This design comes from an exercise in tuning for small area, a short achievable clock period and few clock cycles per item on the open sky130 flow, not from production work.
RTL that was checked went through simulation tests only; none was proved equivalent to the original.
The RTL of runs 4 to 8 was laid out without a check of its function.
Power is estimated from default activity; no workload was simulated.

File: design/flow/config.mk
export PLATFORM = sky130hd
export DESIGN_NAME = sig_accumulator
export DESIGN_NICKNAME = sig_accumulator
export VERILOG_FILES = /design/flow/design.v
export SDC_FILE = /design/flow/constraint.sdc
export NUM_CORES = 4
export LEC_CHECK = 0
export CAP_MARGIN = 20
export CORE_AREA = 5 5 335 335
export DIE_AREA = 0 0 340 340
export SETUP_SLACK_MARGIN = 3.3
export SLEW_MARGIN = 20
File: design/flow/constraint.sdc
create_clock -name core_clock -period 5.0 [get_ports {clk}]
set_input_delay 1.0000 -clock core_clock [delete_from_list [all_inputs] [get_ports {clk}]]
set_output_delay 1.0000 -clock core_clock [all_outputs]
set_load 0.01 [all_outputs]
File: design/flow/design.v
module sig_accumulator #(
   parameter int               DATA_W      = 1459,
   parameter int               SIG_W       = 32,
   parameter int               NUM_SAMPLES = 256,
   parameter logic [SIG_W-1:0] SEED        = '0,
   localparam int              CHUNKS      = (DATA_W + SIG_W - 1) / SIG_W,
   localparam int              CNT_W       = $clog2(NUM_SAMPLES + 1)
) (
   input  logic                 clk,
   input  logic                 rst_n,
   input  logic                 start,
   input  logic                 in_valid,
   input  logic [DATA_W-1:0]    in_data,
   output logic                 in_ready,
   output logic [SIG_W-1:0]     sig,
   output logic                 sig_valid,
   output logic                 busy,
   output logic [CNT_W-1:0]     sample_cnt
);
   localparam int HOLD_W = CHUNKS * SIG_W;
   localparam int NPART  = 1;                               
   localparam int PART_C = (CHUNKS + NPART - 1) / NPART;    
   localparam logic [CNT_W-1:0] CNT_LAST = CNT_W'(NUM_SAMPLES - 1);
   logic              busy_q, rdy_q, valid_q, first_q, take_q, last_q, done_q;
   logic [CNT_W-1:0]  cnt_q;
   logic [SIG_W-1:0]  acc_q;      
   logic [SIG_W-1:0]  sig_q;      
   logic [HOLD_W-1:0] pad;
   logic [SIG_W-1:0]  part_d [NPART];
   logic [SIG_W-1:0]  part_q [NPART];
   logic [SIG_W-1:0]  folded;
   logic              xfer, xfer_last;
   assign pad = HOLD_W'(in_data);
   always_comb begin
      for (int p = 0; p < NPART; p++) begin
         for (int j = 0; j < SIG_W; j++) begin
            logic [PART_C-1:0] terms;
            terms = '0;
            for (int i = 0; i < PART_C; i++) begin
               if (p * PART_C + i < CHUNKS)
                  terms[i] = pad[(p * PART_C + i) * SIG_W
                                 + (j - (CHUNKS - 1 - (p * PART_C + i)) % SIG_W + SIG_W) % SIG_W];
            end
            part_d[p][j] = ^terms;
         end
      end
   end
   always_ff @(posedge clk) begin
      for (int p = 0; p < NPART; p++)
         part_q[p] <= part_d[p];
   end
   always_comb begin
      for (int j = 0; j < SIG_W; j++) begin
         logic b;
         b = first_q ? SEED[j] : acc_q[(j - CHUNKS % SIG_W + SIG_W) % SIG_W];
         for (int p = 0; p < NPART; p++)
            b = b ^ part_q[p][j];
         folded[j] = b;
      end
   end
   assign xfer      = rdy_q && in_valid;
   assign xfer_last = xfer && (cnt_q == CNT_LAST);
   always_ff @(posedge clk) begin
      if (!rst_n) begin
         busy_q  <= 1'b0;
         rdy_q   <= 1'b0;
         valid_q <= 1'b0;
         take_q  <= 1'b0;
         last_q  <= 1'b0;
      end else begin
         take_q <= xfer;
         last_q <= xfer_last;
         done_q <= last_q;
         if (!busy_q) begin
            if (start) begin
               busy_q  <= 1'b1;
               rdy_q   <= 1'b1;
               valid_q <= 1'b0;
            end
         end else begin
            if (xfer_last) rdy_q <= 1'b0;
            if (done_q) begin
               busy_q  <= 1'b0;
               valid_q <= 1'b1;
            end
         end
      end
   end
   always_ff @(posedge clk) begin
      if (!busy_q) begin
         first_q <= 1'b1;
      end else if (take_q) begin
         first_q <= 1'b0;
         acc_q   <= folded;
      end
      if (!busy_q && start) cnt_q <= '0;
      else                  cnt_q <= cnt_q + CNT_W'(xfer);
      sig_q <= acc_q;
   end
   assign in_ready   = rdy_q;
   assign busy       = busy_q;
   assign sig_valid  = valid_q;
   assign sig        = sig_q;
   assign sample_cnt = cnt_q;
endmodule
File: design/flow/flow/run.sh
#!/bin/bash
# The standard layout (standard.sh), with two placement settings:
#  - port buffers are sky130_fd_sc_hd__buf_1 (the default pick is a delay cell);
#  - the in_data pins that feed one signature bit, and that bit's sig pin, are placed as one
#    group on the die's edge, so each bit's XOR tree sits next to its pins.
# ORFS writes each step's full log under orfs/logs; make's own output goes to run.log here.
set -euo pipefail
cd "$(dirname "$0")/.."

DW=1459; SW=32; CH=$(( (DW + SW - 1) / SW ))
groups=""
for ((j = 0; j < SW; j++)); do
  g=""
  for ((c = 0; c < CH; c++)); do
    k=$(( ((j - (CH - 1 - c)) % SW + SW) % SW ))
    b=$(( c * SW + k ))
    if (( b < DW )); then g+="in_data[$b] "; fi
  done
  g+="sig[$j]"
  groups+=" -group_pins {$g}"
done

export BUFFER_PORTS_ARGS="-buffer_cell sky130_fd_sc_hd__buf_1"
# The clock pin is placed by flow/pre_io.tcl at the middle of the left edge.
export PRE_IO_PLACEMENT_TCL="$PWD/flow/pre_io.tcl"
export PLACE_PINS_ARGS="-min_distance 0.68 -exclude left:$(( 340 / 2 - 5 ))-$(( 340 / 2 + 5 ))${groups}"

bash standard.sh > run.log 2>&1
File: design/flow/flow/pre_io.tcl
# Place the clock pin first, at the middle of the left edge on a met3 track, and keep the
# other pins a few microns away from it: the clock net is routed with wider spacing than
# the signal pins are placed at.
set block [ord::get_db_block]
set die [$block getDieArea]
set dbu [$block getDefUnits]
set ymid [expr {[$die yMax] / 2.0 / $dbu}]
set k [expr {int(($ymid - 0.34) / 0.68)}]
set y [expr {0.34 + 0.68 * $k}]
place_pin -pin_name clk -layer met3 -location [list 0 $y] -force_to_die_boundary
File: design/flow/standard.sh
#!/bin/bash
# synth_recipe.tcl (not shown) runs the flow's synth.tcl, then flattens the netlist and writes it again
# the make line also repeats each setting of config.mk as NAME=value (left out here)
make -C /OpenROAD-flow-scripts/flow DESIGN_CONFIG=/design/flow/config.mk WORK_HOME=/design/flow/orfs CLKGATE_MAP_FILE= SYNTH_SCRIPT=/design/flow/synth_recipe.tcl "${@:-finish}"
==> metrics.md, run 1 <==
| Metric | Value |
|---|---|
| Crit. End Element | register |
| Final Skew | around 0.013 ns |
| HP Class | register to register |
| Hold Fails Final Rpt | 0 |
| Die area | between 100,000 and 150,000 um2 |
| GPL Wtd Cong | 0.9004 |
| Number of synthesized flops with an enable pin | 33 |
| Clock-pin slew on the worst setup and hold paths | 0.10 ns |
| TritonCTS clock tree | yes |
| Largest net degree at the start of global routing | 33 |
| Pwr per Cell Area | between 200 and 300 nW/um2 |
| Tot Pwr | 6.353 mW |
| Vias | 15,470 |
| Peak supply drop | about 0.00014 V |
| Top cells by area, synth | xnor2_1 (65%), xor2_1 (11%), dfxtp_1 (9.9%), edfxtp_1 (6.2%), xnor3_1 (4.5%) |
| H-Tree Depth | 3 |
| CP required | between 5 and 6 ns |
| Synth top cells by count | xnor2_1 (1,191), xor2_1 (207), dfxtp_1 (79) |
| First-pass GRT wire length | 77,310 um |
| Predominant post-synthesis flop cell | dfxtp_1 |
| Netlist cell types | 26 |
| Critical path startpoint | in_data[807] |
| Reg2reg end | rdy_q |
| Startpoint class of the critical path | input port |
| Top cell type's share of synthesized area | 0.6549 |
| Max FO, Critical Path | 1 |
| Vias in the first global route | 15,990 |
| Grt ovf | 0 |
| Final setup vio count | 0 |
| Reg2reg start | cnt_q[3] |
| Crit path DAT | around 2.2 ns |
| Synth Warn # | 3 |
| Worst skew pair latency | 0.41 ns |
| Worst relative slew slack | 0.5370 |
| 1st-iter DRT viols | 298 |
| Setup TNS | 0 ns |
| Clock sinks | ~110 |
| Final Cycle Share | 0.3830 |
| Worst Max-Slew Pin Slew | 0.6944 ns |
| Sequential area share after synthesis | 0.1615 |
| FFs w/ async S/R, synth | 0 |
| Root buffer cell | clkbuf_16 |
| Slew Limit Fails | 0 |
| Area leader, netlist | xnor2_1 |
| F_max | 522.1 MHz |
| Via density | 3.383 |
| Pleak | 7.429 nW |
| Hold path startpoint | acc_q[16] |
| Count leader, synth | xnor2_1 |
| Die Wd | 340 um |
| Max clock buf depth | 2 |
| # rows | about 120 |
| Hold_ws | 0.3758 ns |
| Setup Crit Path Kind | input port to register |
| DRC | 0 |
| Area Overhead vs Synth | 54.45% |
| Number of port buffers | about 1,500 |
| Drt pass-1 iters | 5 |
| Critical Path End | part_q[0][27] |
| Outcome | finished clean |
| IO Count | 1,506 |
| Cells after Synth | 1,623 |
| CTS buffer count | 9 |
| Flop-to-flop setup slack | ~3.5 ns |
| RSZ-0062 raised after global routing | true |
| Avg Inst Size Synth | 9.814 um2 |
| Post-Syn Area | between 15,000 and 20,000 um2 |
| Final layout net count | 4,616 |
| Placeable Area | 108,600 um2 |
| Tot GR Track Use | 0.08189 |
| Antenna violations before repair | 4 |
| Final HPWL DP | about 47,000 um |
| Net count after synthesis | around 3,000 |
| Layout cells sized above 1 | 0.05925 |
| Max Cap Violations | 0 |
| Die extent in y | 340 um |
| WL final | 52,690 um |
| Final antenna-violating net count | 0 |
| Routed length per placed instance | 11.52 um |
| Yosys reg bits | 112 |
| Initial Utilization | 0.1467 |
| Tmin final | ~1.9 ns |
| Reg2Reg Depth | 6 |
## state kept, by name (all words and copies together) (netlist names)
signal   cells
rdy_q        1
first_q      1
cnt_q        9
take_q       1
sig_q       32
valid_q      1
last_q       1
done_q       1
part_q      32
busy_q       1
acc_q       32
## timing repair
action	CTS	global route
hold buffers	0	0
pin swaps	118	153
gates resized for setup	153	73
setup buffers	11	2
setup endpoints to repair	83	80
## logic make-up (layout without fill, tap and decap cells)
logic type / Yosys count / count (layout) / synth area share
other cells: 0 / 4 / 0
buf+inv: 8 / 1541 / 0.001885
simple gates: 59 / 59 / 0.01673
fa+ha+maj: 2 / 2 / 0.001571
compound gates: 12 / 12 / 0.004321
xor+xnor: 1430 / 1430 / 0.8140
flops: 112 / 112 / 0.1615
## where the power goes
| group | switching [mW] | total, mW | leakage (nW) | internal, mW |
|---|---|---|---|---|
| combinational | 1.54 | 4.25 | 6.31 | 2.71 |
| sequential | 0.0801 | 1.26 | 0.969 | 1.18 |
| clock | 0.468 | 0.837 | 0.154 | 0.369 |
## per-stage QoR
stage               setup slack, ns    util  cell area (um2)  cells
floorplan                     2.907       -            15990   1623
global placement              2.667  0.2157            23420   4541
detailed placement            2.668  0.2157            23420   4541
CTS                           3.031  0.2234            24250   4568
global route                  3.040  0.2265            24590   4570
finish                        3.085  0.2266            24600   4574
## cell usage in the layout, fill, tap and decap left out, types with 4 or more instances in the layout
cell       Yosys  final
xnor3_1       32     32
nor2_1         4      4
nand2_1       36     34
xnor2_1     1191   1161
dfxtp_1       79     39
xor2_1       207    203
buf_2          0      6
xnor2_2        0     27
dfxtp_4        0      6
dfxtp_2        0     34
xor2_2         0      4
clkbuf_2       0     14
buf_6          0     48
clkbuf_16      0      9
buf_4          0     15
edfxtp_1      33     33
o21ai_0        5      5
buf_1          2   1438
diode_2        0      4
## worst min path at each step
stage | end | slack, ns | cells past startpoint
2_1_floorplan | sig_q[0] | 0.35 | 0
5_1_grt | sig_q[22] | 0.39 | 0
3_5_place_dp | sig_q[16] | 0.35 | 0
6_report | sig_q[16] | 0.38 | 0
3_3_place_gp | sig_q[22] | 0.35 | 0
4_1_cts | sig_q[16] | 0.38 | 0
## final cells by class
class / instances / area, um2
diodes: 4 / 10.01
clock inverters: 7 / 93.84
repair buffers: 1521 / 6151
clock buffers: 9 / 225.2
multi-input cells: 1503 / 13690
fillers: 11900 / 83950
well taps: 1414 / 1769
flip-flops and latches: 112 / 2638
inverters: 4 / 20.02
## per-layer routing
metal	vias to the layer above	global-route usage	share of wire
li1	8022	-	-
met1	6452	0.09869	0.40
met2	942	0.1353	0.45
met3	54	0.03701	0.14
met4	2	0.01593	0.012
met5	-	0	0.00017
## worst max-delay path, stage by stage
cell     delay (ns)
buf_1          0.12
xor2_1         0.20
xnor2_1        0.17
xnor2_1        0.17
xnor2_1        0.15
xnor3_1        0.42
Testbench counts, summed over its fixed seeds: cycles 6,224, items 6,144.
==> run 2, diff against run 1 <==
--- a/design/flow/config.mk
+++ b/design/flow/config.mk
@@ -8,5 +8,4 @@
 export CAP_MARGIN = 20
 export CORE_AREA = 5 5 335 335
 export DIE_AREA = 0 0 340 340
-export SETUP_SLACK_MARGIN = 3.3
 export SLEW_MARGIN = 20
==> run 2 against run 1 <==
Net effect:
- register-to-register slack got worse by 0.13 ns
- total power down 0.86%
- maximum frequency is 23% lower
- synthesized cell count unchanged
- routed wire length is 0.37% higher
- clock power about the same
- sequential cell count unchanged
- cell area shrank 3.8%
- worst hold slack improved by 0.0020 ns
- first-iteration DRC count rose by 16%
- final cell count is 0.39% lower
- critical endpoint is now sample_cnt[3]
- largest power group unchanged
==> metrics.md, run 2 <==
| Metric | Value |
|---|---|
| CP cell instances | buf_1 |
| GPL Wtd Cong | 0.9043 (+0.43%) |
| CP peak stage delay | 0.62 ns (+0.20 ns) |
| Startpoint class of the critical path | register |
| Final layout net count | 4,602 (-0.30%) |
| Pwr per Cell Area | 266.0 nW/um2 (+3.0%) |
| Die extent in y | 340 um (unchanged) |
| Setup Crit Path Kind | register to primary output |
| HP Class | register to register |
| F_max | 403.4 MHz (-23%) |
| Via density | 3.368 (-0.44%) |
| Drt pass-1 iters | 4 (-1) |
| Worst skew pair latency | 0.41 ns (about the same) |
| Commonest non-fill, non-tap cell in the layout | buf_1 |
| Count leader, synth | xnor2_1 |
| CP required | 4.00 ns (-1.30 ns) |
| Outcome | finished clean |
| Predominant post-synthesis flop cell | dfxtp_1 |
| Top cells by area, synth | xnor2_1 (65%), xor2_1 (11%), dfxtp_1 (9.9%), edfxtp_1 (6.2%), xnor3_1 (4.5%) |
| # rows | 121 (unchanged) |
| Dpl ws | 2.655 ns (-0.01310 ns) |
| Tot GR Track Use | 0.08283 (+0.0009407) |
| Hold_ws | 0.3779 ns (+0.002044 ns) |
| Max Cap Violations | 0 (unchanged) |
| Final Skew | 0.009100 ns (-0.003972 ns) |
| FFs w/ async S/R, synth | 0 (unchanged) |
| Post-Syn Area | 15,930 um2 (unchanged) |
| Top delay family on crit path | buffers and inverters |
| Synth top cells by count | xnor2_1 (1,191), xor2_1 (207), dfxtp_1 (79) |
| Netlist cell types | 26 (unchanged) |
| Antenna violations before repair | 3 (-1) |
| Finished Layout Cells | 4,556 (-0.39%) |
| Area leader, netlist | xnor2_1 |
| Final antenna-violating net count | 0 (unchanged) |
| Final HPWL DP | 47,520 um (+2.1%) |
| DRC | 0 (unchanged) |
| 1st-iter DRT viols | 347 (+16%) |
| Highest-delay cell along the critical path | buf_1 |
| Post-CTS sizing | 0 (-100%) |
| Yosys reg bits | 112 (unchanged) |
| Reg2reg end | acc_q[19] |
| Synth Warn # | 3 (unchanged) |
| Crit. End Element | primary output |
| Net count after synthesis | 3,088 (unchanged) |
| RSZ-0062 raised after global routing | false |
| Final Cycle Share | 0.4958 (+0.1128) |
| Slew Limit Fails | 0 (unchanged) |
| Largest net degree at the start of global routing | 33 (unchanged) |
| Diodes inserted | 0 (-4) |
| Vias in the first global route | 15,900 (-0.60%) |
| Flop-to-flop setup slack | 3.32 ns (-0.13 ns) |
| H-Tree Depth | 3 (unchanged) |
| Biggest regs | acc_q: 32 flops, part_q: 32 flops, sig_q: 32 flops |
| Pleak | 6.879 nW (-7.4%) |
| Final worst slack | 2.521 ns (-0.5639 ns) |
| Hold path endpoint | sig_q[1] |
| Number of port buffers | 1,506 (unchanged) |
| Most frequent cells in the layout | buf_1 (1,506), xnor2_1 (1,191), xor2_1 (207) |
| Reg2reg start | first_q |
| Routed length per placed instance | 11.61 um (+0.76%) |
| Vias | 15,340 (-0.83%) |
| Critical path startpoint | cnt_q[3] |
| Layout cells sized above 1 | 0.006365 (-0.05289) |
| TritonCTS clock tree | yes |
| Initial Utilization | 0.1467 (unchanged) |
| Die area | 115,600 um2 (unchanged) |
| Placeable Area | 108,600 um2 (unchanged) |
| First-pass GRT wire length | 77,840 um (+0.69%) |
| CTS buffer count | 9 (unchanged) |
| Max clock buf depth | 2 (unchanged) |
| Area Overhead vs Synth | 48.65% |
| WL final | 52,890 um (+0.37%) |
| Reg2Reg Depth | 4 (-2) |
| Worst Max-Slew Pin Slew | 0.7766 ns (+0.08220 ns) |
| Critical path buffers and inverters | 1 (unchanged) |
| Worst relative slew slack | 0.4843 (-0.05270) |
| Avg Inst Size Synth | 9.814 um2 (unchanged) |
| Number of synthesized flops with an enable pin | 33 (unchanged) |
| Clock-pin slew on the worst setup and hold paths | 0.10 ns (about the same) |
| Placed cells | 4,540 (-0.022%) |
| Peak supply drop | 0.0001422 V (-1.5%) |
| Hold_buf cts | 0 (unchanged) |
| Hold Fails Final Rpt | 0 (unchanged) |
| Clock sinks | 112 (unchanged) |
| Setup TNS | 0 ns (unchanged) |
| WHS Path Cells | 0 (unchanged) |
| Die Wd | 340 um (unchanged) |
| Top cell type's share of synthesized area | 0.6549 (unchanged) |
| IO Count | 1,506 (unchanged) |
| Post-CTS Setup Bufs | 0 (-11) |
| Tmin final | 2.479 ns (+0.5639 ns) |
| Cells after Synth | 1,623 (unchanged) |
| Grt ovf | 0 (unchanged) |
| Tot Pwr | 6.298 mW (-0.86%) |
| Crit path DAT | 1.48 ns (-0.73 ns) |
| Root buffer cell | clkbuf_16 |
| Max FO, Critical Path | 6 (+5) |
| Final setup vio count | 0 (unchanged) |
| Hold path startpoint | acc_q[1] |
| Sequential area share after synthesis | 0.1615 (unchanged) |
-- run 2: cell counts after synthesis --
Identical to the previous run, type by type.
-- run 2: final cells by class --
class	count	area (um2)
Fill cell	12030	84870
Multi-Input combinational cell	1503	13330
Timing Repair Buffer	1507	5673
Sequential cell	112	2572
Tap cell	1414	1769
Clock buffer	9	225.2
Clock inverter	7	93.84
Inverter	4	15.01
-- run 2: report_power, final --
part	switching, mW	internal [mW]	total, mW
clock	0.471	0.369	0.840
combinational	1.50	2.69	4.19
sequential	0.0835	1.18	1.27
-- run 2: how the worst max path moves through the flow --
stage	endpoint	slack (ns)	cells after the start
2_1_floorplan	part_q[0][0]	2.89	5
3_3_place_gp	part_q[0][28]	2.67	6
3_5_place_dp	part_q[0][8]	2.66	6
4_1_cts	sample_cnt[3]	2.46	1
5_1_grt	sample_cnt[4]	2.45	1
6_report	sample_cnt[3]	2.52	1
-- run 2: layer usage --
metal / GRT usage / up-vias / routed length (um)
met3: 0.03511 / 45 / 7301
met2: 0.1356 / 957 / 23600
met1: 0.1031 / 6352 / 21520
met4: 0.01393 / 0 / 469
li1: - / 7990 / -
met5: 0 / - / 0
-- run 2: cell families after synthesis --
kind of cell | count (synthesis) | share of synthesized area
adders and majority gates | 2 | 0.001571
DFF | 112 | 0.1615
xor gates and xnor gates | 1430 | 0.8140
AOI/OAI and AO/OA | 12 | 0.004321
and+or+nand+nor | 59 | 0.01673
buffers and inverters | 8 | 0.001885
-- run 2: metrics by stage --
stage,utilization,area [um2]
floorplan,-,15930
global placement,0.2152,23360
detailed placement,0.2152,23360
CTS,0.2181,23680
global route,0.2181,23680
finish,0.2181,23680
==> run 3, diff against run 2 <==
--- a/design/flow/config.mk
+++ b/design/flow/config.mk
@@ -8,4 +8,5 @@
 export CAP_MARGIN = 20
 export CORE_AREA = 5 5 335 335
 export DIE_AREA = 0 0 340 340
+export SETUP_SLACK_MARGIN = 2.8
 export SLEW_MARGIN = 20
==> run 3 against run 2 <==
Net effect:
- sequential share of layout area about the same
- routed wire length about the same
- final cell count did not move
- register-to-register slack got worse by 0.02 ns
- first-iteration DRC count up 1.7%
- sequential cell count stayed put
- non-clock buffer count unchanged
- clock power about the same
- critical path type unchanged
- largest cell class unchanged
- largest power group unchanged
==> metrics.md, run 3 <==
| Metric | Value |
|---|---|
| Peak supply drop | 0.0001422 V (about the same) |
| Max clock buf depth | 2 (unchanged) |
| CP required | 4.00 ns (about the same) |
| Yosys reg bits | 112 (unchanged) |
| TritonCTS clock tree | yes |
| Die Wd | 340 um (unchanged) |
| Area occupied by multi-input gates | 13,330 um2 (unchanged) |
| Final worst slack | 2.896 ns (+0.3751 ns) |
| Vias in the first global route | 15,900 (unchanged) |
| HP Class | register to register |
| H-Tree Depth | 3 (unchanged) |
| Vias | 15,320 (-0.14%) |
| WL final | 52,900 um (about the same) |
| Initial Utilization | 0.1467 (unchanged) |
| Top cells by area, synth | xnor2_1 (65%), xor2_1 (11%), dfxtp_1 (9.9%), edfxtp_1 (6.2%), xnor3_1 (4.5%) |
| Predominant post-synthesis flop cell | dfxtp_1 |
| Filler cells | 12,030 (+0.0083%) |
| Placed inst area | 23,360 um2 (unchanged) |
| Outcome | finished clean |
| Dpl ws | 2.655 ns (unchanged) |
| Top delay family on crit path | flip-flops |
| Number of port buffers | 1,506 (unchanged) |
| FFs w/ async S/R, synth | 0 (unchanged) |
| Worst Max-Slew Pin Slew | 0.7264 ns (-0.05026 ns) |
| Netlist cell types | 26 (unchanged) |
| # rows | 121 (unchanged) |
| Post-Syn Area | 15,930 um2 (unchanged) |
| Die extent in y | 340 um (unchanged) |
| Slew Limit Fails | 0 (unchanged) |
| Hold Fails Final Rpt | 0 (unchanged) |
| DRC | 0 (unchanged) |
| CP Depth | 1 (unchanged) |
| Diodes inserted | 0 (unchanged) |
| Hold_buf cts | 0 (unchanged) |
| Tot GR Track Use | 0.08284 (about the same) |
| Pleak | 6.892 nW (+0.20%) |
| Max FO, Critical Path | 6 (unchanged) |
| Net count after synthesis | 3,088 (unchanged) |
| Antenna violations before repair | 3 (unchanged) |
| Tmin final | 2.104 ns (-0.3751 ns) |
| RSZ-0062 raised after global routing | false |
| Placeable Area | 108,600 um2 (unchanged) |
| Setup Crit Path Kind | register to primary output |
| Max Cap Violations | 0 (unchanged) |
| Critical path buffers and inverters | 1 (unchanged) |
| Top cell type's share of synthesized area | 0.6549 (unchanged) |
| Final setup vio count | 0 (unchanged) |
| Most frequent cells in the layout | buf_1 (1,503), xnor2_1 (1,191), xor2_1 (207) |
| WHS Path Cells | 0 (unchanged) |
| Reg2Reg Depth | 4 (unchanged) |
| Tot Pwr | 6.294 mW (about the same) |
| Sequential area share after synthesis | 0.1615 (unchanged) |
| CTS buffer count | 9 (unchanged) |
| Final Cycle Share | 0.4208 (-0.07502) |
| Final HPWL DP | 47,520 um (unchanged) |
| Synth top cells by count | xnor2_1 (1,191), xor2_1 (207), dfxtp_1 (79) |
| Reg area | 2575 um2 (about the same) |
| Crit path DAT | 1.10 ns (-0.38 ns) |
| Worst relative slew slack | 0.5157 (+0.03141) |
| Area Overhead vs Synth | 48.74% (about the same) |
| Highest-delay cell along the critical path | dfxtp_1 |
| Grt ovf | 0 (unchanged) |
| Final Skew | 0.008145 ns (-0.0009545 ns) |
| Via density | 3.363 (-0.14%) |
| Avg Inst Size Synth | 9.814 um2 (unchanged) |
| Routed length per placed instance | 11.61 um (about the same) |
| Clock-pin slew on the worst setup and hold paths | 0.10 ns (about the same) |
| Cells after Synth | 1,623 (unchanged) |
| Final antenna-violating net count | 0 (unchanged) |
| Startpoint class of the critical path | register |
| CP peak stage delay | 0.46 ns (-0.16 ns) |
| Drt pass-1 iters | 4 (unchanged) |
| Count leader, synth | xnor2_1 |
| Setup TNS | 0 ns (unchanged) |
| Commonest non-fill, non-tap cell in the layout | buf_1 |
| Number of synthesized flops with an enable pin | 33 (unchanged) |
| Root buffer cell | clkbuf_16 |
| Cell area after layout | 23,690 um2 (about the same) |
| Worst skew pair latency | 0.41 ns (about the same) |
| Pwr per Cell Area | 265.7 nW/um2 (-0.12%) |
| Die area | 115,600 um2 (unchanged) |
| Hold_ws | 0.3779 ns (unchanged) |
| Final layout net count | 4,602 (unchanged) |
| Clock sinks | 112 (unchanged) |
| CP cell instances | buf_1 |
| F_max | 475.3 MHz (+18%) |
| GPL Wtd Cong | 0.9043 (unchanged) |
| 1st-iter DRT viols | 353 (+1.7%) |
| Largest net degree at the start of global routing | 33 (unchanged) |
| Layout cells sized above 1 | 0.007957 (+0.001591) |
| IO Count | 1,506 (unchanged) |
| Crit. End Element | primary output |
| First-pass GRT wire length | 77,850 um (about the same) |
| Area leader, netlist | xnor2_1 |
| Synth Warn # | 3 (unchanged) |
| Biggest regs | acc_q: 32 flops, part_q: 32 flops, sig_q: 32 flops |
==> run 3: cell count changes in the layout (fill, tap and decap cells not counted) <==
cell,before,now
dfxtp_2,0,2
buf_4,0,3
buf_1,1506,1503
dfxtp_1,79,77
==> run 3: through the flow <==
step / util / std cells
3_5_place_dp: 0.2152 / 4540
5_1_grt: 0.2182 / 4556
3_3_place_gp: 0.2152 / 4540
6_report: 0.2182 / 4556
2_1_floorplan: - / 1623
4_1_cts: 0.2182 / 4556
==> run 3: final timing paths <==
check	from	slack [ns]	endpoint
setup reg to reg	first_q	3.30	acc_q[19]
hold reg to reg	acc_q[1]	0.38	sig_q[1]
setup / recovery	cnt_q[2]	2.90	sample_cnt[2]
hold / removal	acc_q[1]	0.38	sig_q[1]
==> run 3: layout make-up <==
type	instances	area share
clock buffer	9	0.009507
clock inverter	7	0.003961
inverter	4	0.0006338
multi-input combinational	1503	0.5626
sequential	112	0.1087
tap	1414	0.07468
timing repair buffer	1507	0.2399
==> run 3: what timing repair did <==
action,CTS,global route
setup buffers,0,0
resized for setup,6,2
pin swaps,0,0
setup endpoints to repair,3,2
endpoints found under the hold margin,0,0
==> run 3: kinds of logic (layout without fill, tap and decap cells) <==
group / count (synthesis) / in the layout / share of synthesized area
adders and majority gates: 2 / 2 / 0.001571
xor gates and xnor gates: 1430 / 1430 / 0.8140
AOI/OAI and AO/OA: 12 / 12 / 0.004321
buffers and inverters: 8 / 1527 / 0.001885
and+or+nand+nor: 59 / 59 / 0.01673
DFF: 112 / 112 / 0.1615
==> run 3: power by group <==
| part | total [mW] | internal, mW | switching [mW] |
|---|---|---|---|
| clock network | 0.837 | 0.369 | 0.468 |
| logic | 4.19 | 2.69 | 1.50 |
| registers | 1.27 | 1.18 | 0.0834 |
==> run 3: routing by layer <==
metal / share of wire / track usage
met1: 0.41 / 0.1031
met2: 0.45 / 0.1356
met3: 0.14 / 0.03511
met4: 0.0089 / 0.01393
met5: 0 / 0
==> run 4, diff against run 3 <==
--- a/design/flow/design.v
+++ b/design/flow/design.v
@@ -18,7 +18,7 @@
    output logic [CNT_W-1:0]     sample_cnt
 );
    localparam int HOLD_W = CHUNKS * SIG_W;
-   localparam int NPART  = 1;                               
+   localparam int NPART  = 2;                               
    localparam int PART_C = (CHUNKS + NPART - 1) / NPART;    
    localparam logic [CNT_W-1:0] CNT_LAST = CNT_W'(NUM_SAMPLES - 1);
    logic              busy_q, rdy_q, valid_q, first_q, take_q, last_q, done_q;
--- a/design/flow/config.mk
+++ b/design/flow/config.mk
@@ -8,5 +8,5 @@
 export CAP_MARGIN = 20
 export CORE_AREA = 5 5 335 335
 export DIE_AREA = 0 0 340 340
-export SETUP_SLACK_MARGIN = 2.8
+export SETUP_SLACK_MARGIN = 3.2
 export SLEW_MARGIN = 20
==> run 4 against run 3 <==
Net effect:
- combinational power about the same
- final cell count up 0.53%
- synthesized cell count fell by 0.31%
- critical endpoint is now sample_cnt[0]
- global-route usage rose by 0.49 points
- cell area is 14% higher
- still clean
- count of clock-buffer cells in the layout up 8
- sequential cell count rose by 32
- via count up 2.3%
- first-iteration DRC count decreased by 2.3%
- largest power group unchanged
- total power grew 16%
- clock skew grew 0.0058 ns
==> metrics.md, run 4 <==
| Metric | Value |
|---|---|
| Final Skew | 0.01390 ns (+0.005753 ns) |
| Initial Utilization | 0.1547 (+0.007976) |
| Tmin final | 1.959 ns (-0.1448 ns) |
| Dpl ws | 2.817 ns (+0.1620 ns) |
| Largest net degree at the start of global routing | 34 (+3.0%) |
| Netlist cell types | 23 (-12%) |
| Final HPWL DP | 48,800 um (+2.7%) |
| Count leader, synth | xnor2_1 |
| Post-Syn Area | 16,790 um2 (+5.4%) |
| Number of port buffers | 1,506 (unchanged) |
| Final Cycle Share | 0.3918 (-0.02896) |
| Via density | 3.421 (+1.7%) |
| First-pass GRT wire length | 81,680 um (+4.9%) |
| Net count after synthesis | 3,083 (-0.16%) |
| H-Tree Depth | 4 (+1) |
| RSZ-0062 raised after global routing | true |
| FFs w/ async S/R, synth | 0 (unchanged) |
| Routed length per placed instance | 11.93 um (+2.7%) |
| Setup Crit Path Kind | register to primary output |
| Slew Limit Fails | 0 (unchanged) |
| Register with the most flip-flops | part_q |
| Max Cap Violations | 0 (unchanged) |
| Pwr per Cell Area | 268.9 nW/um2 (+1.2%) |
| CP required | 4.00 ns (about the same) |
| CP cell instances | buf_6 |
| Die Wd | 340 um (unchanged) |
| Clock network power share | 0.185 (+0.052) |
| Sequential power share | 0.240 (+0.039) |
| Vias in the first global route | 16,510 (+3.9%) |
| Largest family of logic cells by synthesized area | XOR/XNOR gates |
| Hold_buf cts | 0 (unchanged) |
| Worst Max-Slew Pin Slew | 0.8560 ns (+0.1296 ns) |
| Critical path buffers and inverters | 1 (unchanged) |
| Final setup vio count | 0 (unchanged) |
| Tot GR Track Use | 0.08779 (+0.004946) |
| Startpoint class of the critical path | register |
| IO Count | 1,506 (unchanged) |
| Top cells by area, synth | xnor2_1 (60%), dfxtp_1 (13%), xor2_1 (9.6%), xnor3_1 (8.6%), edfxtp_1 (5.9%) |
| Avg Inst Size Synth | 10.38 um2 (+5.8%) |
| 1st-iter DRT viols | 345 (-2.3%) |
| WL final | 54,640 um (+3.3%) |
| Setup TNS | 0 ns (unchanged) |
| Yosys reg bits | 144 (+29%) |
| Tot Pwr | 7.272 mW (+16%) |
| Clock sinks | 144 (+29%) |
| Antenna violations before repair | 6 (+3) |
| Synth top cells by count | xnor2_1 (1,153), xor2_1 (185), dfxtp_1 (111) |
| Largest register FFs | 64 |
| CP peak stage delay | 0.35 ns (-0.11 ns) |
| Adder-cell share of the synthesized area | 0.001490 (-0.00008100) |
| Gate power share | 0.575 (-0.091) |
| Placeable Area | 108,600 um2 (unchanged) |
| Final worst slack | 3.041 ns (+0.1448 ns) |
| Hold Fails Final Rpt | 0 (unchanged) |
| Internal power | 4.986 mW (+18%) |
| Root buffer cell | clkbuf_16 |
| Outcome | finished clean |
| Clock-pin slew on the worst setup and hold paths | 0.07 ns (-0.03 ns) |
| Crit path DAT | 0.96 ns (-0.14 ns) |
| Sw Share | 0.3143 (-0.01201) |
| Worst relative slew slack | 0.4252 (-0.09053) |
| Layout cells sized above 1 | 0.1166 (+0.1087) |
| Sw Pwr | 2.286 mW (+11%) |
| F_max | 510.4 MHz (+7.4%) |
| Top cell type's share of synthesized area | 0.6013 (-0.05358) |
| Final antenna-violating net count | 0 (unchanged) |
| Hold_ws | 0.3624 ns (-0.01542 ns) |
| # rows | 121 (unchanged) |
| Met1 usage | 0.1042 (+0.001083) |
| DRC | 0 (unchanged) |
| Pleak | 9.164 nW (+33%) |
| Synth Area in Simple Gates | 0.02041 (+0.003682) |
| Crit. End Element | primary output |
| Area leader, netlist | xnor2_1 |
| Placed cells | 4,534 (-0.13%) |
| Die area | 115,600 um2 (unchanged) |
| Met3 Use GR | 0.04873 (+0.01362) |
| Commonest non-fill, non-tap cell in the layout | buf_1 |
| Most frequent cells in the layout | buf_1 (1,462), xnor2_1 (923), xnor2_2 (230) |
| Biggest regs | part_q: 64 flops, acc_q: 32 flops, sig_q: 32 flops |
| Vias | 15,670 (+2.3%) |
| Top delay family on crit path | flip-flops |
| Final layout net count | 4,616 (+0.30%) |
| Synth Warn # | 3 (unchanged) |
| Multiplexer area fraction after synthesis | 0 (unchanged) |
| Peak supply drop | 0.0002168 V (+52%) |
| Max FO, Critical Path | 2 (-4) |
| Synth Area in XOR/XNOR | 0.7836 (-0.03034) |
| CTS buffer count | 17 (+8) |
| Grt ovf | 0 (unchanged) |
| Drt pass-1 iters | 4 (unchanged) |
| Sequential area share after synthesis | 0.1913 (+0.02982) |
| Worst skew pair latency | 0.48 ns (+0.07 ns) |
| Number of synthesized flops with an enable pin | 33 (unchanged) |
| Max clock buf depth | 2 (unchanged) |
| Synth Area in Compound Gates | 0.002012 (-0.002309) |
| M2 GR Usage | 0.1389 (+0.003254) |
| Predominant post-synthesis flop cell | dfxtp_1 |
| HP Class | register to register |
| Die extent in y | 340 um (unchanged) |
| Finished Layout Cells | 4,580 (+0.53%) |
| GPL Wtd Cong | 0.8747 (-3.3%) |
| Grt peak-use layer | met2 |
| Highest-delay cell along the critical path | dfxtp_4 |
| Cells after Synth | 1,618 (-0.31%) |
| TritonCTS clock tree | yes |
| Area Overhead vs Synth | 61.03% |
run 4: routing by layer:
layer  up-vias  wire, um
met3        58      8369
met5         -        15
met2       946     23850
met4         2       709
met1      6602     21690
li1       8059         -
run 4: path summary, 6_finish.rpt:
path | from | end | slack [ns] | cells after the start
hold / removal | acc_q[17] | sig_q[17] | 0.36 | 0
setup / recovery | cnt_q[0] | sample_cnt[0] | 3.04 | 1
hold reg to reg | acc_q[17] | sig_q[17] | 0.36 | 0
setup reg to reg | first_q | acc_q[31] | 3.47 | 2
run 4: cell type report:
cell class / instances / area [um2]
inverters: 1 / 3.754
fillers: 11730 / 81510
multi-input cells: 1469 / 15330
clock buffers: 17 / 425.4
clock inverters: 15 / 160.2
repair buffers: 1518 / 6067
well taps: 1414 / 1769
flip-flops and latches: 144 / 3283
diodes: 2 / 5.005
run 4: kinds of logic (layout without fill, tap and decap cells):
| group | Yosys count | in the layout |
|---|---|---|
| compound gates | 6 | 6 |
| buf+inv | 5 | 1551 |
| xor+xnor | 1402 | 1402 |
| other cells | 0 | 2 |
| simple gates | 59 | 59 |
| fa+ha+maj | 2 | 2 |
| flops | 144 | 144 |
run 4: what timing repair did:
action,4_1_cts,5_1_grt
endpoints found under the setup margin,45,44
gates cloned,0,0
resized for setup,151,10
endpoints found under the hold margin,0,0
setup buffers,11,1
run 4: through the flow:
stage | area, um2 | util
finish | 27040 | 0.2491
CTS | 27000 | 0.2487
floorplan | 18560 | -
detailed placement | 25970 | 0.2392
global route | 27040 | 0.2491
global placement | 25970 | 0.2392
run 4: power groups by stage:
| stage | clock network, mW | logic [mW] | registers, mW |
|---|---|---|---|
| floorplan | 0 | 3.24 | 1.75 |
| global placement | 0 | 4.14 | 1.78 |
| detailed placement | 0 | 4.18 | 1.77 |
| CTS | 1.45 | 4.25 | 1.75 |
| global route | 1.48 | 4.55 | 1.78 |
| finish | 1.34 | 4.18 | 1.75 |
==> run 5, diff against run 4 <==
--- a/design/flow/config.mk
+++ b/design/flow/config.mk
@@ -8,5 +8,5 @@
 export CAP_MARGIN = 20
 export CORE_AREA = 5 5 335 335
 export DIE_AREA = 0 0 340 340
-export SETUP_SLACK_MARGIN = 3.2
+export SETUP_SLACK_MARGIN = 3.0
 export SLEW_MARGIN = 20
==> run 5 against run 4 <==
Net effect:
- still clean on timing, DRC and antenna
- clock skew decreased by 0.0038 ns
- sequential share of layout area increased by 0.79 points
- routed wire length decreased by 2.6%
- area after synthesis unchanged
- worst setup slack improved by 0.0049 ns
- first-iteration DRC count increased by 19%
- synthesized cell count unchanged
- clock power about the same
- critical path type unchanged
==> metrics.md, run 5 <==
| Metric | Value |
|---|---|
| Outcome | finished clean |
| Crit. End Element | primary output |
| Post-Syn Area | 16,790 um2 (unchanged) |
| Largest register FFs | 64 (unchanged) |
| Final Skew | 0.01006 ns (-0.003841 ns) |
| Worst relative slew slack | 0.3973 (-0.02793) |
| Hold_buf cts | 0 (unchanged) |
| Netlist cell types | 23 (unchanged) |
| CP peak stage delay | 0.35 ns (about the same) |
| Final HPWL DP | 46,750 um (-4.2%) |
| Tmin final | 1.954 ns (-0.004920 ns) |
| Commonest non-fill, non-tap cell in the layout | buf_1 |
| Final Cycle Share | 0.3908 (-0.0009840) |
| Sw Share | 0.3143 (about the same) |
| Die area | 115,600 um2 (unchanged) |
| Finished Layout Cells | 4,583 (+0.066%) |
| Max clock buf depth | 2 (unchanged) |
| RSZ-0062 raised after global routing | true |
| Root buffer cell | clkbuf_16 |
| Reg2reg end | cnt_q[8] |
| Routed length per placed instance | 11.61 um (-2.7%) |
| Final antenna-violating net count | 0 (unchanged) |
| Clock network power share | 0.192 (+0.007) |
| WHS Path Cells | 0 (unchanged) |
| Final worst slack | 3.046 ns (+0.004920 ns) |
| Register with the most flip-flops | part_q |
| TritonCTS clock tree | yes |
| Biggest regs | part_q: 64 flops, acc_q: 32 flops, sig_q: 32 flops |
| Clock-pin slew on the worst setup and hold paths | 0.08 ns (about the same) |
| Count leader, synth | xnor2_1 |
| Placed inst area | 24,210 um2 (-6.8%) |
| IO Count | 1,506 (unchanged) |
| Pwr per Cell Area | 279.2 nW/um2 (+3.8%) |
| Cell area after layout | 25,290 um2 (-6.5%) |
| Setup TNS | 0 ns (unchanged) |
| Tot Pwr | 7.060 mW (-2.9%) |
| Die extent in y | 340 um (unchanged) |
| F_max | 511.7 MHz (+0.25%) |
| Reg2Reg Depth | 8 (+6) |
| Filler cells | 11,820 (+0.79%) |
| Slew Limit Fails | 0 (unchanged) |
| # rows | 121 (unchanged) |
| Critical path buffers and inverters | 1 (unchanged) |
| Hold path endpoint | sig_q[29] |
| Largest net degree at the start of global routing | 34 (unchanged) |
| Top cells by area, synth | xnor2_1 (60%), dfxtp_1 (13%), xor2_1 (9.6%), xnor3_1 (8.6%), edfxtp_1 (5.9%) |
| Final setup vio count | 0 (unchanged) |
| Area leader, netlist | xnor2_1 |
| Reg area | 3271 um2 (-0.38%) |
| Highest-delay cell along the critical path | dfxtp_4 |
| Placeable Area | 108,600 um2 (unchanged) |
| Die Wd | 340 um (unchanged) |
| Sequential power share | 0.247 (+0.007) |
| HP Class | register to register |
| Sw Pwr | 2.219 mW (-2.9%) |
| Internal power | 4.841 mW (-2.9%) |
| Max FO, Critical Path | 2 (unchanged) |
| Worst skew pair latency | 0.48 ns (about the same) |
| Worst Max-Slew Pin Slew | 0.8976 ns (+0.04159 ns) |
| Final layout net count | 4,617 (+0.022%) |
| Top delay family on crit path | flip-flops |
| Number of port buffers | 1,506 (unchanged) |
| Cells after Synth | 1,618 (unchanged) |
| Gate power share | 0.561 (-0.014) |
| Via density | 3.390 (-0.91%) |
| Peak supply drop | 0.0001884 V (-13%) |
| Grt ovf | 0 (unchanged) |
| Number of synthesized flops with an enable pin | 33 (unchanged) |
| WL final | 53,220 um (-2.6%) |
| Sequential area share after synthesis | 0.1913 (unchanged) |
| Max Cap Violations | 0 (unchanged) |
| Pleak | 7.871 nW (-14%) |
| Flop-to-flop setup slack | 3.35 ns (-0.12 ns) |
| Tot GR Track Use | 0.08474 (-0.003052) |
| GPL Wtd Cong | 0.9156 (+4.7%) |
| Layout cells sized above 1 | 0.03886 (-0.07776) |
| Startpoint class of the critical path | register |
| Hold path startpoint | acc_q[29] |
| H-Tree Depth | 4 (unchanged) |
| Net count after synthesis | 3,083 (unchanged) |
| Synth Warn # | 3 (unchanged) |
| DRC | 0 (unchanged) |
| Synth top cells by count | xnor2_1 (1,153), xor2_1 (185), dfxtp_1 (111) |
| Antenna violations before repair | 3 (-3) |
| FFs w/ async S/R, synth | 0 (unchanged) |
| Predominant post-synthesis flop cell | dfxtp_1 |
| CP cell instances | buf_6 |
| Hold Fails Final Rpt | 0 (unchanged) |
| Top cell type's share of synthesized area | 0.6013 (unchanged) |
| 1st-iter DRT viols | 410 (+19%) |
| Vias in the first global route | 16,240 (-1.6%) |
| Reg2reg start | rdy_q |
| Most frequent cells in the layout | buf_1 (1,462), xnor2_1 (1,153), xor2_1 (185) |
| CP required | 4.00 ns (about the same) |
| Dpl ws | 2.813 ns (-0.004650 ns) |
| Area occupied by multi-input gates | 13,570 um2 (-11%) |
| Fin util | 0.2330 (-0.01616) |
| Avg Inst Size Synth | 10.38 um2 (unchanged) |
| Crit path DAT | 0.95 ns (about the same) |
| Placed cells | 4,534 (unchanged) |
| Vias | 15,540 (-0.84%) |
| Drt pass-1 iters | 4 (unchanged) |
| Clock sinks | 144 (unchanged) |
| Initial Utilization | 0.1547 (unchanged) |
| CTS buffer count | 17 (unchanged) |
| Setup Crit Path Kind | register to primary output |
| First-pass GRT wire length | 78,840 um (-3.5%) |
| Yosys reg bits | 144 (unchanged) |
| Hold_ws | 0.3631 ns (+0.0007110 ns) |
| Area Overhead vs Synth | 50.58% |
## run 5: cell counts after synthesis
No cell type changed its count.
## run 5: timing repair
action / in CTS / in global routing
endpoints found under the setup margin: 44 / 30
resized for setup: 124 / 19
pin swaps: 0 / 0
setup buffers: 11 / 2
## run 5: worst max path at each step
stage | slack (ns) | endpoint | start | depth (start not counted)
finish | 3.05 | sample_cnt[7] | cnt_q[7] | 1
global route | 2.95 | sig[0] | sig_q[0] | 1
CTS | 2.95 | sig[0] | sig_q[0] | 1
detailed placement | 2.81 | part_q[1][2] | in_data[781] | 5
global placement | 2.82 | part_q[0][28] | in_data[676] | 5
floorplan | 3.03 | cnt_q[8] | in_valid | 6
## run 5: cell families after synthesis
logic type | share of synthesized area
AOI/OAI and AO/OA | 0.002011
xor gates and xnor gates | 0.7836
adders and majority gates | 0.001490
buffers and inverters | 0.001117
DFF | 0.1913
and+or+nand+nor | 0.02041
## run 5: layout make-up
class	count	area share
Antenna cell	4	0.0003958
Clock buffer	17	0.01682
Clock inverter	15	0.007521
Inverter	1	0.0001484
Multi-Input combinational cell	1469	0.5365
Sequential cell	144	0.1293
Tap cell	1414	0.06996
Timing Repair Buffer	1519	0.2393
## run 5: routing by layer
layer,share of wire,vias to the layer above,GRT usage
met5,0,-,0
li1,-,8062,-
met1,0.40,6491,0.1007
met4,0.011,0,0.01811
met2,0.44,941,0.1372
met3,0.15,41,0.04331
## run 5: power groups by stage
stage	clock network, mW	registers, mW	logic, mW
global placement	0	1.78	3.94
global route	1.49	1.77	4.35
finish	1.36	1.74	3.96
CTS	1.46	1.75	4.03
detailed placement	0	1.77	3.96
floorplan	0	1.74	3.12
==> run 6, diff against run 5 <==
--- a/design/flow/config.mk
+++ b/design/flow/config.mk
@@ -7,6 +7,7 @@
 export LEC_CHECK = 0
 export CAP_MARGIN = 20
 export CORE_AREA = 5 5 335 335
+export CTS_BUF_LIST = sky130_fd_sc_hd__clkbuf_8
 export DIE_AREA = 0 0 340 340
 export SETUP_SLACK_MARGIN = 3.0
 export SLEW_MARGIN = 20
==> run 6 against run 5 <==
Net effect:
- still clean on timing, DRC and antenna
- total power down 4.6%
- critical endpoint unchanged
- via count up 0.15%
- largest power group unchanged
- count of clock-buffer cells in the layout unchanged
==> metrics.md, run 6 <==
| Metric | Value |
|---|---|
| Net count after synthesis | 3,083 (unchanged) |
| Worst Max-Slew Pin Slew | 0.9077 ns (+0.01010 ns) |
| Synth top cells by count | xnor2_1 (1,153), xor2_1 (185), dfxtp_1 (111) |
| Peak supply drop | 0.0001292 V (-31%) |
| Drt pass-1 iters | 4 (unchanged) |
| Register with the most flip-flops | part_q |
| Vias in the first global route | 16,240 (+0.031%) |
| CP required | 4.00 ns (about the same) |
| Top cell type's share of synthesized area | 0.6013 (unchanged) |
| Cell area after layout | 25,110 um2 (-0.69%) |
| HP Class | register to register |
| Highest-delay cell along the critical path | dfxtp_4 |
| Vias | 15,560 (+0.15%) |
| # rows | 121 (unchanged) |
| Die area | 115,600 um2 (unchanged) |
| Worst skew pair latency | 0.57 ns (+0.09 ns) |
| FFs w/ async S/R, synth | 0 (unchanged) |
| Clock sinks | 144 (unchanged) |
| Tot Pwr | 6.733 mW (-4.6%) |
| Cells after Synth | 1,618 (unchanged) |
| Root buffer cell | clkbuf_8 |
| Netlist cell types | 23 (unchanged) |
| Predominant post-synthesis flop cell | dfxtp_1 |
| Commonest non-fill, non-tap cell in the layout | buf_1 |
| Hold_ws | 0.3713 ns (+0.008140 ns) |
| Layout cells sized above 1 | 0.04109 (+0.002225) |
| Clock-pin slew on the worst setup and hold paths | 0.12 ns (+0.04 ns) |
| Crit. End Element | primary output |
| Final antenna-violating net count | 0 (unchanged) |
| Placeable Area | 108,600 um2 (unchanged) |
| CTS buffer count | 17 (unchanged) |
| Post-Syn Area | 16,790 um2 (unchanged) |
| Largest net degree at the start of global routing | 34 (unchanged) |
| Pwr per Cell Area | 268.1 nW/um2 (-4.0%) |
| Fin util | 0.2313 (-0.001614) |
| Tot GR Track Use | 0.08487 (+0.0001306) |
| DRC | 0 (unchanged) |
| Biggest regs | part_q: 64 flops, acc_q: 32 flops, sig_q: 32 flops |
| Initial Utilization | 0.1547 (unchanged) |
| Critical path buffers and inverters | 1 (unchanged) |
| Setup TNS | 0 ns (unchanged) |
| Reg2reg start | first_q |
| Number of synthesized flops with an enable pin | 33 (unchanged) |
| Sequential area share after synthesis | 0.1913 (unchanged) |
| H-Tree Depth | 4 (unchanged) |
| Most frequent cells in the layout | buf_1 (1,462), xnor2_1 (1,153), xor2_1 (185) |
| Outcome | finished clean |
| WL final | 53,160 um (-0.12%) |
| Number of port buffers | 1,506 (unchanged) |
| Final layout net count | 4,616 (-0.022%) |
| GPL Wtd Cong | 0.9156 (unchanged) |
| First-pass GRT wire length | 78,900 um (about the same) |
| Slew Limit Fails | 0 (unchanged) |
| Startpoint class of the critical path | register |
| Crit path DAT | 1.05 ns (+0.10 ns) |
| Hold Fails Final Rpt | 0 (unchanged) |
| Die Wd | 340 um (unchanged) |
| Synth Warn # | 3 (unchanged) |
| Top delay family on crit path | flip-flops |
| Final Skew | 0.01638 ns (+0.006324 ns) |
| Yosys reg bits | 144 (unchanged) |
| F_max | 487.1 MHz (-4.8%) |
| Worst relative slew slack | 0.3905 (-0.006784) |
| Max clock buf depth | 2 (unchanged) |
| Pleak | 7.781 nW (-1.1%) |
| Max FO, Critical Path | 2 (unchanged) |
| Setup Crit Path Kind | register to primary output |
| Grt ovf | 0 (unchanged) |
| IO Count | 1,506 (unchanged) |
| Die extent in y | 340 um (unchanged) |
| Routed length per placed instance | 11.59 um (-0.16%) |
| Area leader, netlist | xnor2_1 |
| Filler cells | 11,830 (+0.025%) |
| Antenna violations before repair | 5 (+2) |
| Critical path startpoint | cnt_q[7] |
| Largest register FFs | 64 (unchanged) |
| Placed inst area | 24,210 um2 (unchanged) |
| Max Cap Violations | 0 (unchanged) |
| Hold path startpoint | acc_q[29] |
| Avg Inst Size Synth | 10.38 um2 (unchanged) |
| Via density | 3.393 (+0.11%) |
| Top cells by area, synth | xnor2_1 (60%), dfxtp_1 (13%), xor2_1 (9.6%), xnor3_1 (8.6%), edfxtp_1 (5.9%) |
| Count leader, synth | xnor2_1 |
| TritonCTS clock tree | yes |
| Tmin final | 2.053 ns (+0.09889 ns) |
| Final Cycle Share | 0.4106 (+0.01978) |
| Area Overhead vs Synth | 49.54% |
| CP cell instances | buf_6 |
| RSZ-0062 raised after global routing | true |
| Final HPWL DP | 46,750 um (unchanged) |
| CP peak stage delay | 0.36 ns (about the same) |
| Final setup vio count | 0 (unchanged) |
| 1st-iter DRT viols | 405 (-1.2%) |
run 6: per-layer routing:
layer,vias to the layer above,GRT usage,share of wire
met5,-,0,0
met4,0,0.01489,0.0097
met3,45,0.04571,0.15
met2,943,0.1375,0.44
met1,6505,0.1006,0.40
li1,8066,-,-
run 6: kinds of logic (layout without fill, tap and decap cells):
family,Yosys count,in the layout,share of synthesized area
AOI/OAI and AO/OA,6,6,0.002011
xor gates and xnor gates,1402,1402,0.7836
adders and majority gates,2,2,0.001490
buffers and inverters,5,1551,0.001117
DFF,144,144,0.1913
other,0,7,0
and+or+nand+nor,59,59,0.02041
run 6: area by class of cell:
class	count	area, um2	share of cell area
well taps	1414	1769	0.07045
flip-flops and latches	144	3281	0.1306
diodes	7	17.52	0.0006975
clock inverters	15	190.2	0.007573
multi-input cells	1469	13570	0.5402
clock buffers	17	234.0	0.009317
inverters	1	3.754	0.0001495
repair buffers	1518	6051	0.2409
run 6: stage by stage:
| step | cells | setup WS [ns] |
|---|---|---|
| floorplan | 1618 | 3.029 |
| detailed placement | 4534 | 2.813 |
| finish | 4585 | 2.947 |
| global route | 4581 | 2.807 |
| CTS | 4577 | 2.824 |
| global placement | 4534 | 2.823 |
run 6: repair_timing:
item / CTS / global route
gates resized for setup: 131 / 21
pin swaps: 0 / 0
hold buffers: 0 / 0
endpoints found under the setup margin: 44 / 44
setup buffers: 11 / 1
run 6: where the power goes:
group	switching (mW)	total (mW)	internal, mW
Sequential	0.135	1.74	1.61
Clock	0.644	1.03	0.385
Combinational	1.41	3.96	2.56
Total	2.19	6.73	4.55
run 6: final timing paths:
kind | to | slack (ns) | depth (start not counted)
worst min-delay path | sig_q[29] | 0.37 | 0
worst max-delay path | sample_cnt[7] | 2.95 | 1
worst max register to register | acc_q[7] | 3.37 | 2
worst min register to register | sig_q[29] | 0.37 | 0
==> run 7, diff against run 6 <==
--- a/design/flow/config.mk
+++ b/design/flow/config.mk
@@ -7,7 +7,8 @@
 export LEC_CHECK = 0
 export CAP_MARGIN = 20
 export CORE_AREA = 5 5 335 335
-export CTS_BUF_LIST = sky130_fd_sc_hd__clkbuf_8
+export CTS_CLUSTER_DIAMETER = 150
+export CTS_CLUSTER_SIZE = 30
 export DIE_AREA = 0 0 340 340
 export SETUP_SLACK_MARGIN = 3.0
 export SLEW_MARGIN = 20
==> run 7 against run 6 <==
Net effect:
- first-iteration DRC count up 1.2%
- combinational power about the same
- synthesized cell count unchanged
- count of clock-buffer cells in the layout unchanged
- largest cell class unchanged
==> metrics.md, run 7 <==
| Metric | Value |
|---|---|
| Cell area after layout | 25,290 um2 (+0.70%) |
| Top delay family on crit path | flip-flops |
| Largest family of logic cells by synthesized area | XOR/XNOR gates |
| Met2 wire length | 23,500 um (about the same) |
| Biggest regs | part_q: 64 flops, acc_q: 32 flops, sig_q: 32 flops |
| Dpl ws | 2.813 ns (unchanged) |
| Max Cap Violations | 0 (unchanged) |
| Register with the most flip-flops | part_q |
| Vias in the first global route | 16,240 (-0.031%) |
| Netlist cell types | 23 (unchanged) |
| Final HPWL DP | 46,750 um (unchanged) |
| CP peak stage delay | 0.35 ns (about the same) |
| Hold Fails Final Rpt | 0 (unchanged) |
| Area Overhead vs Synth | 50.58% |
| Fin util | 0.2330 (+0.001614) |
| Worst skew pair latency | 0.48 ns (-0.09 ns) |
| Avg Inst Size Synth | 10.38 um2 (unchanged) |
| CTS buffer count | 17 (unchanged) |
| Post-Syn Area | 16,790 um2 (unchanged) |
| Die area | 115,600 um2 (unchanged) |
| Die Wd | 340 um (unchanged) |
| Final Cycle Share | 0.3908 (-0.01978) |
| RSZ-0062 raised after global routing | true |
| Placed cells | 4,534 (unchanged) |
| Clock sinks | 144 (unchanged) |
| Clock-pin slew on the worst setup and hold paths | 0.08 ns (-0.04 ns) |
| Worst relative slew slack | 0.3973 (+0.006784) |
| GPL Wtd Cong | 0.9156 (unchanged) |
| TritonCTS clock tree | yes |
| H-Tree Depth | 4 (unchanged) |
| Final worst slack | 3.046 ns (+0.09889 ns) |
| Startpoint class of the critical path | register |
| Commonest non-fill, non-tap cell in the layout | buf_1 |
| Die extent in y | 340 um (unchanged) |
| Number of port buffers | 1,506 (unchanged) |
| CP required | 4.00 ns (about the same) |
| Yosys reg bits | 144 (unchanged) |
| Synth Area in Compound Gates | 0.002012 (unchanged) |
| Wire length on met3 | 7787 um (-1.9%) |
| 1st-iter DRT viols | 410 (+1.2%) |
| Layout cells sized above 1 | 0.03886 (-0.002225) |
| Met1 WL | 21,330 um (+0.58%) |
| Antenna violations before repair | 3 (-2) |
| Critical path buffers and inverters | 1 (unchanged) |
| Initial Utilization | 0.1547 (unchanged) |
| F_max | 511.7 MHz (+5.1%) |
| Synth Area in Simple Gates | 0.02041 (unchanged) |
| Largest net degree at the start of global routing | 34 (unchanged) |
| Net count after synthesis | 3,083 (unchanged) |
| Synth top cells by count | xnor2_1 (1,153), xor2_1 (185), dfxtp_1 (111) |
| IO Count | 1,506 (unchanged) |
| Largest register FFs | 64 (unchanged) |
| Top cells by area, synth | xnor2_1 (60%), dfxtp_1 (13%), xor2_1 (9.6%), xnor3_1 (8.6%), edfxtp_1 (5.9%) |
| Area occupied by multi-input gates | 13,570 um2 (unchanged) |
| Routed length per placed instance | 11.61 um (+0.16%) |
| CP cell instances | buf_6 |
| Count leader, synth | xnor2_1 |
| Number of synthesized flops with an enable pin | 33 (unchanged) |
| Root buffer cell | clkbuf_16 |
| Final setup vio count | 0 (unchanged) |
| # rows | 121 (unchanged) |
| Vias | 15,540 (-0.15%) |
| Highest-delay cell along the critical path | dfxtp_4 |
| Outcome | finished clean |
| Tmin final | 1.954 ns (-0.09889 ns) |
| Final antenna-violating net count | 0 (unchanged) |
| Grt ovf | 0 (unchanged) |
| Crit path DAT | 0.95 ns (-0.10 ns) |
| FFs w/ async S/R, synth | 0 (unchanged) |
| Worst Max-Slew Pin Slew | 0.8976 ns (-0.01010 ns) |
| Tot GR Track Use | 0.08474 (-0.0001306) |
| DRC | 0 (unchanged) |
| Final layout net count | 4,617 (+0.022%) |
| Area leader, netlist | xnor2_1 |
| Multiplexer area fraction after synthesis | 0 (unchanged) |
| Pwr per Cell Area | 279.2 nW/um2 (+4.1%) |
| First-pass GRT wire length | 78,840 um (about the same) |
| Peak supply drop | 0.0001884 V (+46%) |
| Slew Limit Fails | 0 (unchanged) |
| WL final | 53,220 um (+0.12%) |
| Highest metal used | met4 |
| Filler cells | 11,820 (-0.025%) |
| Pleak | 7.871 nW (+1.2%) |
| Tot Pwr | 7.060 mW (+4.9%) |
| Adder-cell share of the synthesized area | 0.001490 (unchanged) |
| Synth Area in XOR/XNOR | 0.7836 (unchanged) |
| Setup TNS | 0 ns (unchanged) |
| Most frequent cells in the layout | buf_1 (1,462), xnor2_1 (1,153), xor2_1 (185) |
| Drt pass-1 iters | 4 (unchanged) |
| Placeable Area | 108,600 um2 (unchanged) |
| Via density | 3.390 (-0.11%) |
| Predominant post-synthesis flop cell | dfxtp_1 |
| Placed inst area | 24,210 um2 (unchanged) |
| Hold_ws | 0.3631 ns (-0.008140 ns) |
| Max FO, Critical Path | 2 (unchanged) |
| Sequential area share after synthesis | 0.1913 (unchanged) |
| Final Skew | 0.01006 ns (-0.006324 ns) |
| HP Class | register to register |
| Finished Layout Cells | 4,583 (-0.044%) |
| Reg area | 3271 um2 (-0.31%) |
| Hold_buf cts | 0 (unchanged) |
| Cells after Synth | 1,618 (unchanged) |
| Crit. End Element | primary output |
| Top cell type's share of synthesized area | 0.6013 (unchanged) |
| Setup Crit Path Kind | register to primary output |
| Max clock buf depth | 2 (unchanged) |
| Synth Warn # | 3 (unchanged) |
## run 7: kinds of logic (layout without fill, tap and decap cells)
logic type	Yosys count	in the layout
flip-flops	144	144
buffers and inverters	5	1552
other	0	4
AND/OR/NAND/NOR	59	59
adder cells (fa/ha/maj)	2	2
AO/OA/AOI/OAI	6	6
XOR/XNOR	1402	1402
## run 7: layout make-up
cell class	count	share of cell area
timing repair buffer	1519	0.2393
antenna	4	0.0003958
multi-input combinational	1469	0.5365
clock buffer	17	0.01682
sequential	144	0.1293
clock inverter	15	0.007521
inverter	1	0.0001484
tap	1414	0.06996
## run 7: worst paths after layout
path / from / end / slack [ns] / depth (start not counted)
max: cnt_q[7] / sample_cnt[7] / 3.05 / 1
min: acc_q[29] / sig_q[29] / 0.36 / 0
max reg2reg: rdy_q / cnt_q[8] / 3.35 / 8
min reg2reg: acc_q[29] / sig_q[29] / 0.36 / 0
## run 7: layer usage
metal | track usage | vias to the layer above
li1 | - | 8062
met1 | 0.1007 | 6491
met2 | 0.1372 | 941
met3 | 0.04331 | 41
met4 | 0.01811 | 0
met5 | 0 | -
## run 7: what timing repair did
item                       in CTS  in global routing
setup buffers                  11                  2
setup endpoints to repair      44                 30
resized for setup             124                 19
## run 7: where the power goes
group / switching [mW] / internal (mW)
Clock: 0.678 / 0.678
Combinational: 1.41 / 2.56
Sequential: 0.135 / 1.61
==> run 8, diff against run 7 <==
--- a/design/flow/flow/run.sh
+++ b/design/flow/flow/run.sh
@@ -21,6 +21,7 @@
 done
 
 export BUFFER_PORTS_ARGS="-buffer_cell sky130_fd_sc_hd__buf_1"
+export CTS_ARGS="-repair_clock_nets"
 # The clock pin is placed by flow/pre_io.tcl at the middle of the left edge.
 export PRE_IO_PLACEMENT_TCL="$PWD/flow/pre_io.tcl"
 export PLACE_PINS_ARGS="-min_distance 0.68 -exclude left:$(( 340 / 2 - 5 ))-$(( 340 / 2 + 5 ))${groups}"
--- a/design/flow/config.mk
+++ b/design/flow/config.mk
@@ -7,8 +7,6 @@
 export LEC_CHECK = 0
 export CAP_MARGIN = 20
 export CORE_AREA = 5 5 335 335
-export CTS_CLUSTER_DIAMETER = 150
-export CTS_CLUSTER_SIZE = 30
 export DIE_AREA = 0 0 340 340
 export SETUP_SLACK_MARGIN = 3.0
 export SLEW_MARGIN = 20
==> run 8 against run 7 <==
Net effect:
- worst hold slack unchanged
- sequential power about the same
- sequential cell count unchanged
- non-clock buffer count unchanged
- global-route usage unchanged
- area after synthesis unchanged
- count of clock-buffer cells in the layout unchanged
- combinational power about the same
- critical path type unchanged
- largest power group unchanged
==> metrics.md, run 8 <==
| Metric | Value |
|---|---|
| RSZ-0062 raised after global routing | true |
| Setup Crit Path Kind | register to primary output |
| Max clock buf depth | 2 (unchanged) |
| Reg2Reg Depth | 8 (unchanged) |
| Largest net degree at the start of global routing | 34 (unchanged) |
| First-pass GRT wire length | 78,840 um (unchanged) |
| Max FO, Critical Path | 2 (unchanged) |
| Sw Pwr | 2.219 mW (unchanged) |
| Synth Area in XOR/XNOR | 0.7836 (unchanged) |
| Grt ovf | 0 (unchanged) |
| Hold Fails Final Rpt | 0 (unchanged) |
| Startpoint class of the critical path | register |
| Pwr per Cell Area | 279.2 nW/um2 (unchanged) |
| Grt peak-use layer | met2 |
| Die Wd | 340 um (unchanged) |
| CP cell instances | buf_6 |
| Worst Max-Slew Pin Slew | 0.8976 ns (unchanged) |
| Avg Inst Size Synth | 10.38 um2 (unchanged) |
| Worst relative slew slack | 0.3973 (unchanged) |
| Count leader, synth | xnor2_1 |
| Critical path startpoint | cnt_q[7] |
| Hold_buf cts | 0 (unchanged) |
| Tot GR Track Use | 0.08474 (unchanged) |
| Sequential power share | 0.247 (about the same) |
| Final antenna-violating net count | 0 (unchanged) |
| Tot Pwr | 7.060 mW (unchanged) |
| WHS Path Cells | 0 (unchanged) |
| Synth Warn # | 3 (unchanged) |
| Outcome | finished clean |
| Synth top cells by count | xnor2_1 (1,153), xor2_1 (185), dfxtp_1 (111) |
| Number of port buffers | 1,506 (unchanged) |
| Clock-pin slew on the worst setup and hold paths | 0.08 ns (about the same) |
| F_max | 511.7 MHz (unchanged) |
| Reg area | 3271 um2 (unchanged) |
| Register with the most flip-flops | part_q |
| Yosys reg bits | 144 (unchanged) |
| Root buffer cell | clkbuf_16 |
| Sequential area share after synthesis | 0.1913 (unchanged) |
| Final layout net count | 4,617 (unchanged) |
| Reg2reg start | rdy_q |
| Net count after synthesis | 3,083 (unchanged) |
| M2 GR Usage | 0.1372 (unchanged) |
| Vias | 15,540 (unchanged) |
| Antenna violations before repair | 3 (unchanged) |
| FFs w/ async S/R, synth | 0 (unchanged) |
| Internal power | 4.841 mW (unchanged) |
| Biggest regs | part_q: 64 flops, acc_q: 32 flops, sig_q: 32 flops |
| # rows | 121 (unchanged) |
| Synth Area in Simple Gates | 0.02041 (unchanged) |
| Top cell type's share of synthesized area | 0.6013 (unchanged) |
| Met1 usage | 0.1007 (unchanged) |
| Hold path endpoint | sig_q[29] |
| Most frequent cells in the layout | buf_1 (1,462), xnor2_1 (1,153), xor2_1 (185) |
| Flop-to-flop setup slack | 3.35 ns (about the same) |
| Die extent in y | 340 um (unchanged) |
| Sw Share | 0.3143 (unchanged) |
| Peak supply drop | 0.0001884 V (unchanged) |
| Via density | 3.390 (unchanged) |
| Clock sinks | 144 (unchanged) |
| H-Tree Depth | 4 (unchanged) |
| Pleak | 7.871 nW (unchanged) |
| Largest register FFs | 64 (unchanged) |
| Crit path DAT | 0.95 ns (about the same) |
| Number of synthesized flops with an enable pin | 33 (unchanged) |
| Drt pass-1 iters | 4 (unchanged) |
| Setup TNS | 0 ns (unchanged) |
| WL final | 53,220 um (unchanged) |
| Multiplexer area fraction after synthesis | 0 (unchanged) |
| Final Skew | 0.01006 ns (unchanged) |
| Gate power share | 0.561 (about the same) |
| Worst skew pair latency | 0.48 ns (about the same) |
[run 8: cell counts in the layout (fill, tap and decap cells not counted)]
Identical to the previous run, type by type.
[run 8: repair_timing]
item                       CTS  global route
buffers inserted            11             2
resized for setup          124            19
setup endpoints to repair   44            30
pin swaps                    0             0
[run 8: power groups by stage]
stage / combinational, mW / sequential (mW) / clock, mW
CTS: 4.03 / 1.75 / 1.46
detailed placement: 3.96 / 1.77 / 0
global placement: 3.94 / 1.78 / 0
finish: 3.96 / 1.74 / 1.36
global route: 4.35 / 1.77 / 1.49
floorplan: 3.12 / 1.74 / 0
[run 8: worst register-to-register path, cell delays in order, from the launching register on]
cell,delay [ns]
dfxtp_2,0.33
buf_4,0.12
buf_4,0.13
and2_1,0.15
ha_1,0.24
ha_2,0.22
nand4_1,0.11
xor2_1,0.16
nor2_1,0.06
[run 8: kinds of logic (layout without fill, tap and decap cells)]
| logic type | after synthesis | after routing |
|---|---|---|
| AO/OA/AOI/OAI | 6 | 6 |
| buffers and inverters | 5 | 1552 |
| other | 0 | 4 |
| XOR/XNOR | 1402 | 1402 |
| AND/OR/NAND/NOR | 59 | 59 |
| flip-flops | 144 | 144 |
| adder cells (fa/ha/maj) | 2 | 2 |
[run 8: layer usage]
metal	up-vias	part of all wire
met5	-	0
met4	0	0.011
met3	41	0.15
met2	941	0.44
met1	6491	0.40
li1	8062	-
[run 8: stage by stage]
step	cell area, um2	instances	setup slack (ns)	hold slack, ns
floorplan	16800	1618	3.029	0.3399
global placement	24210	4534	2.823	0.3450
detailed placement	24210	4534	2.813	0.3467
CTS	25200	4577	2.951	0.3656
global route	25280	4579	2.951	0.3675
finish	25290	4583	3.046	0.3631
[run 8: worst max path at each step]
stage / end / slack [ns] / cells after the start
after detailed placement: part_q[1][2] / 2.81 / 5
final: sample_cnt[7] / 3.05 / 1
after global placement: part_q[0][28] / 2.82 / 5
after floorplan: cnt_q[8] / 3.03 / 6
after global routing: sig[0] / 2.95 / 1
after CTS: sig[0] / 2.95 / 1
[run 8: final cells by class]
class	count	share of cell area
Multi-Input combinational cell	1469	0.5365
Timing Repair Buffer	1519	0.2393
Sequential cell	144	0.1293
Tap cell	1414	0.06996
Clock buffer	17	0.01682
Clock inverter	15	0.007521
Antenna cell	4	0.0003958
Inverter	1	0.0001484

Setup slack of run 8, layout unchanged: 3.046 ns with ideal ports, 3.000 ns with driving cells assumed (clock clkbuf_16, inputs buf_2), 2.731 ns with port delays also shifted by the 0.524 ns mid clock arrival.
